Context: an optimization exercise on an open-source flow, tuned for a short achievable clock period and few clock cycles. The choices shown serve that exercise and are no tape-out recipe. Function was checked by simulation only, so behaviour that the tests miss may differ from the original.

Setup of before:
Design riscv_core, start of the top module:
module riscv_core #(
    parameter int IMEM_WORDS = 64,
    parameter int DMEM_WORDS = 64
) (
    input  logic                 clock,
    input  logic                 reset,
    input  logic                 start,
    input  riscv_pkg::word_t     prog_address,
    input  logic                 prog_write,
    input  riscv_pkg::word_t     prog_addr,
    input  riscv_pkg::word_t     prog_data,
    output logic                 result_valid,
    output riscv_pkg::reg_addr_t result_reg,
    output riscv_pkg::word_t     result_data
);
    logic        running;
    logic [31:0] imem_e [32];
    logic [31:0] imem_o [32];
    always_ff @(posedge clock) begin
        if (prog_write && !running && !prog_addr[0]) begin
            imem_e[prog_addr[5:1]] <= prog_data;
        end
        if (prog_write && !running && prog_addr[0]) begin
            imem_o[prog_addr[5:1]] <= prog_data;
        end
    end
    function automatic logic [4:0] even_row(input logic [5:0] i);
        even_row = i[5:1] + {4'd0, i[0]};
    endfunction
    logic [5:0]       f0;        
    logic [31:0]      fe_oh;     
    logic [31:0]      fo_oh;     
    logic [2:0]       qn;        
    logic [3:0][31:0] q;         
    logic [31:0]      fw0;
    logic [31:0]      fw1;
    logic [5:0]       sa0;       
    logic [31:0]      sel_e, sel_o;    
    logic [31:0]      st_word;         
    logic             fpar, flast;
    logic [31:0]      rd_e, rd_o;
    function automatic logic [31:0] onehot32(input logic [4:0] i);
        onehot32 = 32'd1 << i;
    endfunction
    assign sa0   = prog_address[7:2];
    assign sel_e = fe_oh;
    assign sel_o = fo_oh;
    assign fpar  = f0[0];
    assign flast = f0 == 6'd63;
    always_comb begin
        rd_e = '0;
        rd_o = '0;
        for (int i = 0; i < 32; i++) begin
            rd_e = rd_e | ({32{sel_e[i]}} & imem_e[i]);
            rd_o = rd_o | ({32{sel_o[i]}} & imem_o[i]);
        end
    end
    assign st_word = sa0[0] ? imem_o[sa0[5:1]] : imem_e[sa0[5:1]];
    assign fw0 = fpar ? rd_o : rd_e;
    assign fw1 = flast ? rd_o : fpar ? rd_e : rd_o;
    logic [1:0]       e_we, e_rep, e_ld, e_st;
    logic [1:0][4:0]  e_rd;
    logic [1:0][5:0]  e_op;      
    logic [1:0][9:0]  e_sa, e_sb, e_ss;    
  ...
For scale: ~6600 flip-flops, about 140 I/O pins, about 0.34 mm2 of cells after synthesis.
Settings: LEC_CHECK=0, ABC_CLOCK_PERIOD_IN_PS=2800, CAP_MARGIN=20, CELL_PAD_IN_SITES_DETAIL_PLACEMENT=1, CELL_PAD_IN_SITES_GLOBAL_PLACEMENT=1, CORE_MARGIN=2, CORE_UTILIZATION=30, PLACE_DENSITY=0.5, SETUP_SLACK_MARGIN=2.5, SLEW_MARGIN=20, SYNTH_HIERARCHICAL=1, SYNTH_MINIMUM_KEEP_SIZE=0; clock period 6.0 ns.
run.sh (not shown) runs the stock make flow with config.mk's settings and CLKGATE_MAP_FILE= SYNTH_SCRIPT=/design/flow/synth_recipe.tcl, a recipe that flattens the netlist after the stock synthesis.
Testbench counts of before, summed over its fixed seeds: cycles 8,835.
The inputs of after differ from those of before as listed below.
# before
export LEC_CHECK = 0
export ABC_CLOCK_PERIOD_IN_PS = 2800
export CAP_MARGIN = 20
export CELL_PAD_IN_SITES_DETAIL_PLACEMENT = 1
export CELL_PAD_IN_SITES_GLOBAL_PLACEMENT = 1
export CORE_MARGIN = 2
export CORE_UTILIZATION = 30
export PLACE_DENSITY = 0.5
export SETUP_SLACK_MARGIN = 2.5
export SLEW_MARGIN = 20
export SYNTH_HIERARCHICAL = 1
export SYNTH_MINIMUM_KEEP_SIZE = 0
create_clock -name core_clock -period 6.0 [get_ports {clock}]
# after
export LEC_CHECK = 0
export ABC_CLOCK_PERIOD_IN_PS = 2800
export CAP_MARGIN = 20
export CELL_PAD_IN_SITES_DETAIL_PLACEMENT = 1
export CELL_PAD_IN_SITES_GLOBAL_PLACEMENT = 1
export CORE_MARGIN = 2
export CORE_UTILIZATION = 30
export MIN_ROUTING_LAYER = met2
export PLACE_DENSITY = 0.5
export SETUP_SLACK_MARGIN = 2.5
export SLEW_MARGIN = 20
export SYNTH_HIERARCHICAL = 1
export SYNTH_MINIMUM_KEEP_SIZE = 0
create_clock -name core_clock -period 6.0 [get_ports {clock}]
==> run notes <==
after -> before: number of buffers on the longest clock path delta 0, exact match
Compared with before, after shows a higher area after detailed placement.
Count of buffers added by post-CTS timing repair for setup in after vs before: up 323
Comparing after and before, placement-stage worst setup slack is lower on before.
after — number of buffers inserted during clock tree synthesis 16 higher, before as reference
after: aborted in global routing (5_1_grt) (tool error)
before → after: initial core utilization roughly the same; post-synthesis instance area stayed essentially flat; placed cell count increased 291.

==> what the ideal ports hide <==
The flow's constraints put no driver on any port. The routed layout listed below was extracted and timed again, unchanged, in two steps.
Step 1 sets driving cells, clkbuf_16 on the clock port and buf_2 on the other inputs (assumed; they add their load-dependent delay and slew).
Step 2 also shifts input and output timing later by t, the mid clock arrival at the registers, as if the neighbouring blocks saw the same clock.
Three values: ideal ports, drivers, drivers and shift; two values: the first two.
run: before
t (ns): 1.343
slack for setup (ns): 2.207 / 2.207 / 1.125
worst slew at a driven data input, ns: 0.37
After both steps before still meets setup and hold. The setup slack of before moves by 0.000 ns with the drivers and by -1.082 ns with both steps.
